What follows belongs to an exercise in optimizing a design on an open flow for small area, a short achievable clock period and few clock cycles; a production flow would make more cautious choices.
RTL that was checked went through simulation tests only; none was proved equivalent to the original.
Power figures rest on the tool's default switching activity, not on a simulated workload.

==> run Z <==
// midi_note_sequencer
module midi_note_sequencer (
	input  wire logic                       clk,
	input  wire logic                       arst_n,
	input  wire logic                       start,
	output logic                            busy,
	input  wire logic [33:0]                request,
	output logic                            strobe,
	output logic [8:0]                      result,
	input  wire logic                       cfg_we,
	input  wire logic [mns_pkg::CFG_IW-1:0] cfg_index,
	input  wire logic [mns_pkg::CFG_DW-1:0] cfg_wdata
);
clock: 8.0 ns
lec_check: 0
cap_margin: 20
core_margin: 2
core_utilization: 42
cts_buf_list: sky130_fd_sc_hd__clkbuf_16
cts_cluster_diameter: 100
cts_cluster_size: 25
place_density: 0.5
setup_slack_margin: 4.5
slew_margin: 20
synth_hierarchical: 1
synth_memory_max_bits: 8192
synth_minimum_keep_size: 0
run.sh (not shown) runs the stock make flow with config.mk's settings and CLKGATE_MAP_FILE= SYNTH_SCRIPT=/design/flow/synth_recipe.tcl, a recipe that flattens the netlist after the stock synthesis.
==> run F: changes against run Z <==
--- a/flow/design.v
+++ b/flow/design.v
@@ -58,22 +58,24 @@
 	logic        playing_q;
 	logic        setup_q;
 	logic        sounding_q;
 	logic [8:0]  pos_q;
 	logic [15:0] left_q;        
 	logic [7:0]  note_q;
-	logic [1:0]  age_q;         
+	logic [9:0]  rs_q;          
+	logic [9:0]  lenm1_q;       
+	logic [2:0]  age_q;         
 	logic [7:0]  slot_q;        
-	logic        ld_q;
-	logic [7:0]  ld_idx_q;
+	logic [15:0] ld_hi_q;
+	logic [15:0] ld_lo_q;
 	logic [23:0] ld_data_q;
 	logic [23:0] ent;
 	mns_table u_table (
 		.clk   (clk),
-		.we    (ld_q),
-		.waddr (ld_idx_q),
+		.whi   (ld_hi_q),
+		.wlo   (ld_lo_q),
 		.wdata (ld_data_q),
 		.raddr (slot_q),
 		.rdata (ent)
 	);
 	logic [1:0]  cmd;
 	assign cmd = request[33:32];
@@ -84,22 +86,26 @@
 			transpose_q <= 8'd0;
 			offm1_q     <= 16'hFFFF;
 			prog_q      <= 8'd0;
 			vol_q       <= 8'd0;
 			bank_q      <= 8'd0;
 			len_q       <= 9'd1;
+			lenm1_q     <= 10'd0;
 		end else if (cfg_we) begin
 			unique case (cfg_index)
 				REG_LOOP_ENABLE:     loop_q      <= cfg_wdata[0];
 				REG_REVERSE_ORDER:   rev_q       <= cfg_wdata[0];
 				REG_TRANSPOSE:       transpose_q <= cfg_wdata[7:0];
 				REG_DUR_OFFSET:      offm1_q     <= cfg_wdata[15:0] - 16'd1;
 				REG_PROGRAM_NUMBER:  prog_q      <= cfg_wdata[7:0];
 				REG_CHANNEL_VOLUME:  vol_q       <= cfg_wdata[7:0];
 				REG_BANK_NUMBER:     bank_q      <= cfg_wdata[7:0];
-				REG_SEQUENCE_LENGTH: len_q       <= cfg_wdata[8:0];
+				REG_SEQUENCE_LENGTH: begin
+					len_q   <= cfg_wdata[8:0];
+					lenm1_q <= {1'b0, cfg_wdata[8:0]} - 10'd1;
+				end
 				default: ;
 			endcase
 		end
 	end
 	assign vol     = vol_q;
 	assign bank    = bank_q;
@@ -109,34 +115,34 @@
 	logic bank_ok;
 	logic prog_ok;
 	assign vol_ok  = !vol_q[7];
 	assign bank_ok = !bank_q[7];
 	assign prog_ok = !prog_m1[7];
 	logic       at_end;
+	logic       sel;          
 	logic [8:0] pos_b;        
+	logic [9:0] rs_b;         
 	logic [8:0] pos_n;        
-	logic       stop_now;
-	logic [8:0] s_zero;
-	logic [8:0] s_cur;
-	logic [8:0] s_nxt;
-	logic [8:0] r_cur;
-	logic [8:0] r_nxt;
-	logic       end_a;
+	logic [9:0] rs_n;
 	logic       end_n;
+	logic       stop_now;
+	logic [7:0] s_zero;
+	logic [7:0] s_cur;
+	logic [7:0] s_nxt;
 	always_comb begin
-		end_a    = setup_q ? (pos_q >= len_q) : (len_q == 9'd0);
-		at_end   = !sounding_q && end_a;
-		pos_b    = (setup_q && !at_end) ? pos_q : 9'd0;
-		pos_n    = pos_b + 9'd1;
-		end_n    = (pos_n >= len_q);
+		at_end   = !sounding_q && (setup_q ? rs_q[9] : lenm1_q[9]);
+		sel      = setup_q && !at_end;
+		pos_b    = sel ? pos_q : 9'd0;
+		rs_b     = sel ? rs_q : lenm1_q;
+		pos_n    = sel ? (pos_q + 9'd1) : 9'd1;
+		rs_n     = sel ? (rs_q - 10'd1) : (lenm1_q - 10'd1);
+		end_n    = rs_n[9];
 		stop_now = at_end && !loop_q;
-		r_cur    = len_q + ~pos_b;
-		r_nxt    = len_q + ~pos_n;
-		s_zero   = rev_q ? (len_q - 9'd1) : 9'd0;
-		s_cur    = rev_q ? r_cur : pos_b;
-		s_nxt    = end_n ? s_zero : (rev_q ? r_nxt : pos_n);
+		s_zero   = rev_q ? lenm1_q[7:0] : 8'd0;
+		s_cur    = rev_q ? rs_b[7:0] : pos_b[7:0];
+		s_nxt    = end_n ? s_zero : (rev_q ? rs_n[7:0] : pos_n[7:0]);
 	end
 	logic [7:0]  note_sum;
 	logic        note_ok;
 	logic [15:0] dsum;
 	logic        dzero;
 	logic        t_zero;
@@ -162,13 +168,13 @@
 		ev_bits[S_ON]    = ev_on;
 		ev_bits[S_ON+1]  = ev_on;
 		ev_bits[S_ON+2]  = ev_on;
 		ev_bits[S_OFF]   = ev_off;
 		ev_bits[S_OFF+1] = ev_off;
 		ev_bits[S_OFF+2] = ev_off;
-		ent_ok   = (age_q == 2'd3);
+		ent_ok   = age_q[2];
 	end
 	logic [NSLOT-1:0] setup_bits;
 	logic [NSLOT-1:0] aoff_bits;
 	logic             aoff;
 	logic             setup_cc;     
 	logic             setup_any;
@@ -233,48 +239,55 @@
 			pend_d = pend_q && !ent_ok;
 		end
 		add_bits = fire ? ev_bits : '0;
 	end
 	logic tick_eval;
 	logic tick_take;
-	logic [8:0] slot_d;
-	logic [1:0] age_d;
+	logic [7:0] slot_d;
+	logic [2:0] age_d;
 	assign tick_take = take && (cmd == CMD_TICK) && playing_q;
 	assign tick_eval = (tick_take && ent_ok) || fire;
+	logic age_hit;     
 	always_comb begin
-		slot_d = s_cur;
-		age_d  = (age_q == 2'd3) ? 2'd3 : (age_q + 2'd1);
+		slot_d  = s_cur;
+		age_hit = 1'b0;
 		if (take && ((cmd == CMD_START) || (cmd == CMD_STOP))) begin
-			slot_d = s_zero;
-			age_d  = 2'd1;
+			slot_d  = s_zero;
+			age_hit = 1'b1;
 		end else if (tick_eval && stop_now) begin
-			slot_d = s_zero;
-			age_d  = 2'd1;
+			slot_d  = s_zero;
+			age_hit = 1'b1;
 		end else if (tick_eval && t_zero) begin
-			slot_d = s_nxt;
-			age_d  = 2'd1;
+			slot_d  = s_nxt;
+			age_hit = 1'b1;
 		end
 		if (take && (cmd == CMD_LOAD)) begin
-			age_d = 2'd1;
+			age_hit = 1'b1;
+		end
+		age_d = age_q[2] ? 3'd4 : (age_q + 3'd1);
+		if (age_hit && (age_q >= 3'd1)) begin
+			age_d = 3'd2;
 		end
 		if (cfg_we) begin
-			age_d = 2'd0;
+			age_d = 3'd0;
 		end
 	end
 	always_ff @(posedge clk or negedge arst_n) begin
 		if (!arst_n) begin
 			playing_q  <= 1'b0;
 			setup_q    <= 1'b0;
 			sounding_q <= 1'b0;
 			pos_q      <= 9'd0;
 			pend_q     <= 1'b0;
-			age_q      <= 2'd0;
-			ld_q       <= 1'b0;
+			age_q      <= 3'd0;
+			ld_hi_q    <= 16'd0;
 		end else begin
 			pend_q <= pend_d;
-			ld_q   <= take && (cmd == CMD_LOAD);
+			for (int h = 0; h < 16; h++) begin
+				ld_hi_q[h] <= take && (cmd == CMD_LOAD) && (request[31:28] == 4'(h));
+			end
 			age_q  <= age_d;
 			if (take && (cmd == CMD_START)) begin
 				playing_q  <= 1'b1;
 				setup_q    <= 1'b0;
 				sounding_q <= 1'b0;
 				pos_q      <= 9'd0;
@@ -303,15 +316,26 @@
 	end
 	always_ff @(posedge clk) begin
 		if (tick_eval && !stop_now) begin
 			note_q <= note_sum;
 			left_q <= left_new;
 		end
-		ld_idx_q  <= request[31:24];
+		for (int l = 0; l < 16; l++) begin
+			ld_lo_q[l] <= (request[27:24] == 4'(l));
+		end
 		ld_data_q <= request[23:0];
-		slot_q    <= slot_d[7:0];
+		slot_q    <= slot_d;
+		if (take && (cmd == CMD_START)) begin
+			rs_q <= lenm1_q;
+		end else if (tick_eval && !stop_now) begin
+			rs_q <= t_zero ? rs_n : rs_b;
+		end else if (tick_take && !setup_q) begin
+			rs_q <= lenm1_q;
+		end else begin
+			rs_q <= {1'b0, len_q} + ~{1'b0, pos_q};
+		end
 	end
 endmodule
 `default_nettype wire
 `timescale 1ns / 1ps
 `default_nettype none
 module mns_aoi3 (
@@ -344,14 +368,14 @@
 	output logic            y
 );
 	assign y = !(|a);
 endmodule
 module mns_table (
 	input  wire logic        clk,
-	input  wire logic        we,
-	input  wire logic [7:0]  waddr,
+	input  wire logic [15:0] whi,     
+	input  wire logic [15:0] wlo,     
 	input  wire logic [23:0] wdata,
 	input  wire logic [7:0]  raddr,
 	output logic      [23:0] rdata
 );
 	logic [255:0][23:0] mem_q;
 	logic [255:0]       rsel_q;
@@ -359,13 +383,13 @@
 	logic [23:0][85:0]  t1_n;      
 	logic [23:0][21:0]  t2;        
 	logic [23:0][5:0]   t3_n;      
 	logic [23:0][5:0]   part_n_q;
 	always_comb begin
 		for (int r = 0; r < 256; r++) begin
-			wsel[r] = we && (waddr == 8'(r));
+			wsel[r] = whi[r / 16] && wlo[r % 16];
 		end
 		for (int c = 0; c < 24; c++) begin
 			rdata[c] = !(&part_n_q[c]);
 		end
 	end
 	for (genvar c = 0; c < 24; c++) begin : g_col
SETUP_SLACK_MARGIN = 4.7   (was 4.5)
==> run B: changes against run Z <==
--- a/flow/design.v
+++ b/flow/design.v
@@ -58,24 +58,28 @@
 	logic        playing_q;
 	logic        setup_q;
 	logic        sounding_q;
 	logic [8:0]  pos_q;
 	logic [15:0] left_q;        
 	logic [7:0]  note_q;
-	logic [1:0]  age_q;         
-	logic [7:0]  slot_q;        
-	logic        ld_q;
-	logic [7:0]  ld_idx_q;
+	logic [9:0]  rs_q;          
+	logic [9:0]  lenm1_q;       
+	logic [2:0]  age_q;         
+	logic [15:0] slot_hi_q;     
+	logic [15:0] slot_lo_q;     
+	logic [15:0] ld_hi_q;
+	logic [15:0] ld_lo_q;
 	logic [23:0] ld_data_q;
 	logic [23:0] ent;
 	mns_table u_table (
 		.clk   (clk),
-		.we    (ld_q),
-		.waddr (ld_idx_q),
+		.whi   (ld_hi_q),
+		.wlo   (ld_lo_q),
 		.wdata (ld_data_q),
-		.raddr (slot_q),
+		.rhi   (slot_hi_q),
+		.rlo   (slot_lo_q),
 		.rdata (ent)
 	);
 	logic [1:0]  cmd;
 	assign cmd = request[33:32];
 	always_ff @(posedge clk or negedge arst_n) begin
 		if (!arst_n) begin
@@ -84,22 +88,26 @@
 			transpose_q <= 8'd0;
 			offm1_q     <= 16'hFFFF;
 			prog_q      <= 8'd0;
 			vol_q       <= 8'd0;
 			bank_q      <= 8'd0;
 			len_q       <= 9'd1;
+			lenm1_q     <= 10'd0;
 		end else if (cfg_we) begin
 			unique case (cfg_index)
 				REG_LOOP_ENABLE:     loop_q      <= cfg_wdata[0];
 				REG_REVERSE_ORDER:   rev_q       <= cfg_wdata[0];
 				REG_TRANSPOSE:       transpose_q <= cfg_wdata[7:0];
 				REG_DUR_OFFSET:      offm1_q     <= cfg_wdata[15:0] - 16'd1;
 				REG_PROGRAM_NUMBER:  prog_q      <= cfg_wdata[7:0];
 				REG_CHANNEL_VOLUME:  vol_q       <= cfg_wdata[7:0];
 				REG_BANK_NUMBER:     bank_q      <= cfg_wdata[7:0];
-				REG_SEQUENCE_LENGTH: len_q       <= cfg_wdata[8:0];
+				REG_SEQUENCE_LENGTH: begin
+					len_q   <= cfg_wdata[8:0];
+					lenm1_q <= {1'b0, cfg_wdata[8:0]} - 10'd1;
+				end
 				default: ;
 			endcase
 		end
 	end
 	assign vol     = vol_q;
 	assign bank    = bank_q;
@@ -109,66 +117,72 @@
 	logic bank_ok;
 	logic prog_ok;
 	assign vol_ok  = !vol_q[7];
 	assign bank_ok = !bank_q[7];
 	assign prog_ok = !prog_m1[7];
 	logic       at_end;
+	logic       sel;          
 	logic [8:0] pos_b;        
+	logic [9:0] rs_b;         
 	logic [8:0] pos_n;        
-	logic       stop_now;
-	logic [8:0] s_zero;
-	logic [8:0] s_cur;
-	logic [8:0] s_nxt;
-	logic [8:0] r_cur;
-	logic [8:0] r_nxt;
-	logic       end_a;
+	logic [9:0] rs_n;
 	logic       end_n;
+	logic       stop_now;
+	logic [7:0] s_zero;
+	logic [7:0] s_cur;
+	logic [7:0] s_nxt;
 	always_comb begin
-		end_a    = setup_q ? (pos_q >= len_q) : (len_q == 9'd0);
-		at_end   = !sounding_q && end_a;
-		pos_b    = (setup_q && !at_end) ? pos_q : 9'd0;
-		pos_n    = pos_b + 9'd1;
-		end_n    = (pos_n >= len_q);
+		at_end   = !sounding_q && (setup_q ? rs_q[9] : lenm1_q[9]);
+		sel      = setup_q && !at_end;
+		pos_b    = sel ? pos_q : 9'd0;
+		rs_b     = sel ? rs_q : lenm1_q;
+		pos_n    = sel ? (pos_q + 9'd1) : 9'd1;
+		rs_n     = sel ? (rs_q - 10'd1) : (lenm1_q - 10'd1);
+		end_n    = rs_n[9];
 		stop_now = at_end && !loop_q;
-		r_cur    = len_q + ~pos_b;
-		r_nxt    = len_q + ~pos_n;
-		s_zero   = rev_q ? (len_q - 9'd1) : 9'd0;
-		s_cur    = rev_q ? r_cur : pos_b;
-		s_nxt    = end_n ? s_zero : (rev_q ? r_nxt : pos_n);
+		s_zero   = rev_q ? lenm1_q[7:0] : 8'd0;
+		s_cur    = rev_q ? rs_b[7:0] : pos_b[7:0];
+		s_nxt    = end_n ? s_zero : (rev_q ? rs_n[7:0] : pos_n[7:0]);
 	end
 	logic [7:0]  note_sum;
 	logic        note_ok;
 	logic [15:0] dsum;
 	logic        dzero;
 	logic        t_zero;
 	logic [15:0] left_new;
 	logic        ev_on;
 	logic        ev_off;
 	logic        ent_ok;
 	logic [NSLOT-1:0] ev_bits;
 	logic [15:0] dur;
-	logic [15:0] zc;
 	assign dur = ent[15:0];
+	logic [7:0]  xnote_q;
+	logic [15:0] xdsum_q;
+	logic        xdzero_q;
+	always_ff @(posedge clk) begin
+		xnote_q  <= ent[23:16] + transpose_q;
+		xdsum_q  <= dur + offm1_q;
+		xdzero_q <= ((dur ^ offm1_q) == {(dur[14:0] | offm1_q[14:0]), 1'b0});
+	end
 	always_comb begin
-		note_sum = ent[23:16] + transpose_q;
-		note_ok  = !note_sum[7] && vol_ok;
-		dsum     = dur + offm1_q;
-		zc       = {(dur[14:0] | offm1_q[14:0]), 1'b0};
-		dzero    = ((dur ^ offm1_q) == zc);
+		note_sum = xnote_q;
+		note_ok  = !xnote_q[7] && vol_ok;
+		dsum     = xdsum_q;
+		dzero    = xdzero_q;
 		t_zero   = sounding_q ? (left_q == 16'd1) : dzero;
 		left_new = sounding_q ? (left_q - 16'd1) : dsum;
 		ev_on    = !stop_now && !sounding_q && note_ok;
 		ev_off   = !stop_now && t_zero && note_ok;
 		ev_bits  = '0;
 		ev_bits[S_ON]    = ev_on;
 		ev_bits[S_ON+1]  = ev_on;
 		ev_bits[S_ON+2]  = ev_on;
 		ev_bits[S_OFF]   = ev_off;
 		ev_bits[S_OFF+1] = ev_off;
 		ev_bits[S_OFF+2] = ev_off;
-		ent_ok   = (age_q == 2'd3);
+		ent_ok   = age_q[2];
 	end
 	logic [NSLOT-1:0] setup_bits;
 	logic [NSLOT-1:0] aoff_bits;
 	logic             aoff;
 	logic             setup_cc;     
 	logic             setup_any;
@@ -233,48 +247,66 @@
 			pend_d = pend_q && !ent_ok;
 		end
 		add_bits = fire ? ev_bits : '0;
 	end
 	logic tick_eval;
 	logic tick_take;
-	logic [8:0] slot_d;
-	logic [1:0] age_d;
+	logic [2:0] age_d;
 	assign tick_take = take && (cmd == CMD_TICK) && playing_q;
 	assign tick_eval = (tick_take && ent_ok) || fire;
+	logic row_hit;     
+	logic ld_hit;      
+	logic [2:0] age_inc;
+	logic sel_zero;
+	logic sel_nxt;
+	logic [15:0] hi_d;
+	logic [15:0] lo_d;
 	always_comb begin
-		slot_d = s_cur;
-		age_d  = (age_q == 2'd3) ? 2'd3 : (age_q + 2'd1);
-		if (take && ((cmd == CMD_START) || (cmd == CMD_STOP))) begin
-			slot_d = s_zero;
-			age_d  = 2'd1;
-		end else if (tick_eval && stop_now) begin
-			slot_d = s_zero;
-			age_d  = 2'd1;
-		end else if (tick_eval && t_zero) begin
-			slot_d = s_nxt;
-			age_d  = 2'd1;
+		sel_zero = (take && ((cmd == CMD_START) || (cmd == CMD_STOP))) ||
+		           (tick_eval && stop_now);
+		sel_nxt  = tick_eval && t_zero;
+		row_hit  = sel_zero || sel_nxt;
+		ld_hit   = take && (cmd == CMD_LOAD);
+		for (int h = 0; h < 16; h++) begin
+			if (sel_zero) begin
+				hi_d[h] = (s_zero[7:4] == 4'(h));
+				lo_d[h] = (s_zero[3:0] == 4'(h));
+			end else if (sel_nxt) begin
+				hi_d[h] = (s_nxt[7:4] == 4'(h));
+				lo_d[h] = (s_nxt[3:0] == 4'(h));
+			end else begin
+				hi_d[h] = (s_cur[7:4] == 4'(h));
+				lo_d[h] = (s_cur[3:0] == 4'(h));
+			end
+		end
+		age_inc = age_q[2] ? 3'd4 : (age_q + 3'd1);
+		age_d   = age_inc;
+		if (ld_hit && (age_inc > 3'd1)) begin
+			age_d = 3'd1;
 		end
-		if (take && (cmd == CMD_LOAD)) begin
-			age_d = 2'd1;
+		if (row_hit && (age_inc > 3'd2)) begin
+			age_d = 3'd2;
 		end
 		if (cfg_we) begin
-			age_d = 2'd0;
+			age_d = 3'd0;
 		end
 	end
 	always_ff @(posedge clk or negedge arst_n) begin
 		if (!arst_n) begin
 			playing_q  <= 1'b0;
 			setup_q    <= 1'b0;
 			sounding_q <= 1'b0;
 			pos_q      <= 9'd0;
 			pend_q     <= 1'b0;
-			age_q      <= 2'd0;
-			ld_q       <= 1'b0;
+			age_q      <= 3'd0;
+			ld_hi_q    <= 16'd0;
 		end else begin
 			pend_q <= pend_d;
-			ld_q   <= take && (cmd == CMD_LOAD);
+			for (int h = 0; h < 16; h++) begin
+				ld_hi_q[h] <= take && (cmd == CMD_LOAD) && (request[31:28] == 4'(h));
+			end
 			age_q  <= age_d;
 			if (take && (cmd == CMD_START)) begin
 				playing_q  <= 1'b1;
 				setup_q    <= 1'b0;
 				sounding_q <= 1'b0;
 				pos_q      <= 9'd0;
@@ -303,15 +335,27 @@
 	end
 	always_ff @(posedge clk) begin
 		if (tick_eval && !stop_now) begin
 			note_q <= note_sum;
 			left_q <= left_new;
 		end
-		ld_idx_q  <= request[31:24];
+		for (int l = 0; l < 16; l++) begin
+			ld_lo_q[l] <= (request[27:24] == 4'(l));
+		end
 		ld_data_q <= request[23:0];
-		slot_q    <= slot_d[7:0];
+		slot_hi_q <= hi_d;
+		slot_lo_q <= lo_d;
+		if (take && (cmd == CMD_START)) begin
+			rs_q <= lenm1_q;
+		end else if (tick_eval && !stop_now) begin
+			rs_q <= t_zero ? rs_n : rs_b;
+		end else if (tick_take && !setup_q) begin
+			rs_q <= lenm1_q;
+		end else begin
+			rs_q <= {1'b0, len_q} + ~{1'b0, pos_q};
+		end
 	end
 endmodule
 `default_nettype wire
 `timescale 1ns / 1ps
 `default_nettype none
 module mns_aoi3 (
@@ -330,85 +374,85 @@
 module mns_nand2 (
 	input  wire logic [1:0] a,
 	output logic            y
 );
 	assign y = !(&a);
 endmodule
-module mns_nor4 (
-	input  wire logic [3:0] a,
-	output logic            y
-);
-	assign y = !(|a);
-endmodule
 module mns_nor2 (
 	input  wire logic [1:0] a,
 	output logic            y
 );
 	assign y = !(|a);
 endmodule
 module mns_table (
 	input  wire logic        clk,
-	input  wire logic        we,
-	input  wire logic [7:0]  waddr,
+	input  wire logic [15:0] whi,     
+	input  wire logic [15:0] wlo,     
 	input  wire logic [23:0] wdata,
-	input  wire logic [7:0]  raddr,
+	input  wire logic [15:0] rhi,     
+	input  wire logic [15:0] rlo,     
 	output logic      [23:0] rdata
 );
 	logic [255:0][23:0] mem_q;
-	logic [255:0]       rsel_q;
+	logic [255:0]       rsel;
 	logic [255:0]       wsel;
 	logic [23:0][85:0]  t1_n;      
 	logic [23:0][21:0]  t2;        
-	logic [23:0][5:0]   t3_n;      
-	logic [23:0][5:0]   part_n_q;
+	logic [23:0][10:0]  t3_n;      
+	logic [23:0][4:0]   t4;        
+	logic [23:0][5:0]   part_q;    
 	always_comb begin
 		for (int r = 0; r < 256; r++) begin
-			wsel[r] = we && (waddr == 8'(r));
+			wsel[r] = whi[r / 16] && wlo[r % 16];
+			rsel[r] = rhi[r / 16] && rlo[r % 16];
 		end
 		for (int c = 0; c < 24; c++) begin
-			rdata[c] = !(&part_n_q[c]);
+			rdata[c] = (|part_q[c][4:0]) || !part_q[c][5];
 		end
 	end
 	for (genvar c = 0; c < 24; c++) begin : g_col
 		for (genvar g = 0; g < 85; g++) begin : g_t1
 			mns_aoi3 u_aoi (
-				.s (rsel_q[3*g+2:3*g]),
+				.s (rsel[3*g+2:3*g]),
 				.d ({mem_q[3*g+2][c], mem_q[3*g+1][c], mem_q[3*g][c]}),
 				.y (t1_n[c][g])
 			);
 		end
-		assign t1_n[c][85] = !(rsel_q[255] && mem_q[255][c]);
+		assign t1_n[c][85] = !(rsel[255] && mem_q[255][c]);
 		for (genvar g = 0; g < 21; g++) begin : g_t2
 			mns_nand4 u_nand (
 				.a (t1_n[c][4*g+3:4*g]),
 				.y (t2[c][g])
 			);
 		end
 		mns_nand2 u_nand_l (
 			.a (t1_n[c][85:84]),
 			.y (t2[c][21])
 		);
-		for (genvar g = 0; g < 5; g++) begin : g_t3
-			mns_nor4 u_nor (
-				.a (t2[c][4*g+3:4*g]),
+		for (genvar g = 0; g < 11; g++) begin : g_t3
+			mns_nor2 u_nor (
+				.a (t2[c][2*g+1:2*g]),
 				.y (t3_n[c][g])
 			);
 		end
-		mns_nor2 u_nor_l (
-			.a (t2[c][21:20]),
-			.y (t3_n[c][5])
-		);
+		for (genvar g = 0; g < 5; g++) begin : g_t4
+			mns_nand2 u_nand (
+				.a (t3_n[c][2*g+1:2*g]),
+				.y (t4[c][g])
+			);
+		end
 	end
 	always_ff @(posedge clk) begin
 		for (int r = 0; r < 256; r++) begin
 			if (wsel[r]) begin
 				mem_q[r] <= wdata;
 			end
-			rsel_q[r] <= (raddr == 8'(r));
 		end
-		part_n_q <= t3_n;
+		for (int c = 0; c < 24; c++) begin
+			part_q[c] <= {t3_n[c][10], t4[c]};
+		end
 	end
 endmodule
 `default_nettype wire
 `timescale 1ns / 1ps
 `default_nettype none
 import mns_pkg::*;
CORE_UTILIZATION = 60   (was 42)
PLACE_DENSITY = 0.7   (was 0.5)
SETUP_SLACK_MARGIN = 4.8   (was 4.5)
==> summary of the runs <==
The highest cell area belongs to run Z, the lowest to run B. Die area: run F is larger than run Z (about 0.4%). Count of clock-buffer cells in the layout, lowest first: run B, run F, run Z. In run B the sequential power is lower than in run F, by about 2%. Register-to-register slack, lowest first: run Z, run F, run B. Run F finished with timing, DRC and antenna clean. Run B completed, yet does not pass: antenna violations. Run Z produced a clean layout. Against run Z, the synthesized cell count of run B is higher by about 0.75%. Global-route usage, highest first: run B, run F, run Z. In run B the synthesized area is lower than in run Z, by about 1.1%.
==> figures <==
item                                                                                                      run B              run Z           run F
Slack of the worst reg-to-reg path                                                                      4600 ps            3980 ps         4390 ps
Actual slew at the worst max-slew pin                                                                   1310 ps            1410 ps         1380 ps
Number of buffers inserted to repair setup after CTS                                                         16                 28              15
Final HPWL from detailed placement                                                                   374,000 µm         440,000 µm      439,000 µm
Vias in the first global route                                                                          121,000            122,000         122,000
Clock transition time at the flip-flop clock pins of the worst setup and hold paths                      100 ps             100 ps          110 ps
Global-route usage over all layers                                                                        0.329              0.258           0.259
Outcome                                                                                         failed layout checks     finished clean  finished clean
Violated checks                                                                              antenna violations                  -               -
Diode count                                                                                                 190                162             147
WL met2                                                                                              302,000 µm         350,000 µm      351,000 µm
Total standard cell area after synthesis                                                            230,000 µm²        233,000 µm²     234,000 µm²
Resized cells post-CTS                                                                                      132                 74             106
P_seq                                                                                                   38.3 mW            39.0 mW         39.1 mW
Highest cell delay on the worst timing path                                                              750 ps             450 ps          440 ps
Destination of the critical timing path                                              u_front.u_table.part_q[34]  u_front.slot_q[7]     u_tx.busy_q
CORE AREA                                                                                           382,000 µm²        552,000 µm²     554,000 µm²
Worst min-delay path category                                                                           reg2reg           in2async         reg2reg
Testbench counts of run F, summed over its fixed seeds: cycles 11,884.
Testbench counts of run B, summed over its fixed seeds: cycles 11,884.
For run Z, only the layout was checked, not whether the RTL still works.

-- afterwards: timing with drivers on the ports --
The results above use ideal ports. As a check the final layouts listed here were re-extracted and re-timed, cells and wires unchanged.
Step 1 (the two cells are an assumption about what drives the block):
set clk [get_ports {clk}]
set_driving_cell -lib_cell sky130_fd_sc_hd__clkbuf_16 $clk
set_driving_cell -lib_cell sky130_fd_sc_hd__buf_2 [delete_from_list [all_inputs] $clk]
Step 2 adds t to the input delays and takes it off the output delays; t is the mean of the earliest and latest rising clock arrival at the registers after step 1. Input paths then give back, and output paths get back, about the clock's delay inside the block.
Slacks: no drivers / after step 1 / after step 2; pairs: no drivers / after step 1.
run	shift t [ns]	setup WS [ns]	cell pins on the clock port's net
run Z	1.147	3.980 / 3.980 / 3.643	1
run F	1.129	4.392 / 4.392 / 3.735	1
run B	1.080	4.597 / 4.597 / 3.823	1
For run B, which loses most, drivers alone change the setup slack by 0.000 ns; drivers and shift together by -0.774 ns.
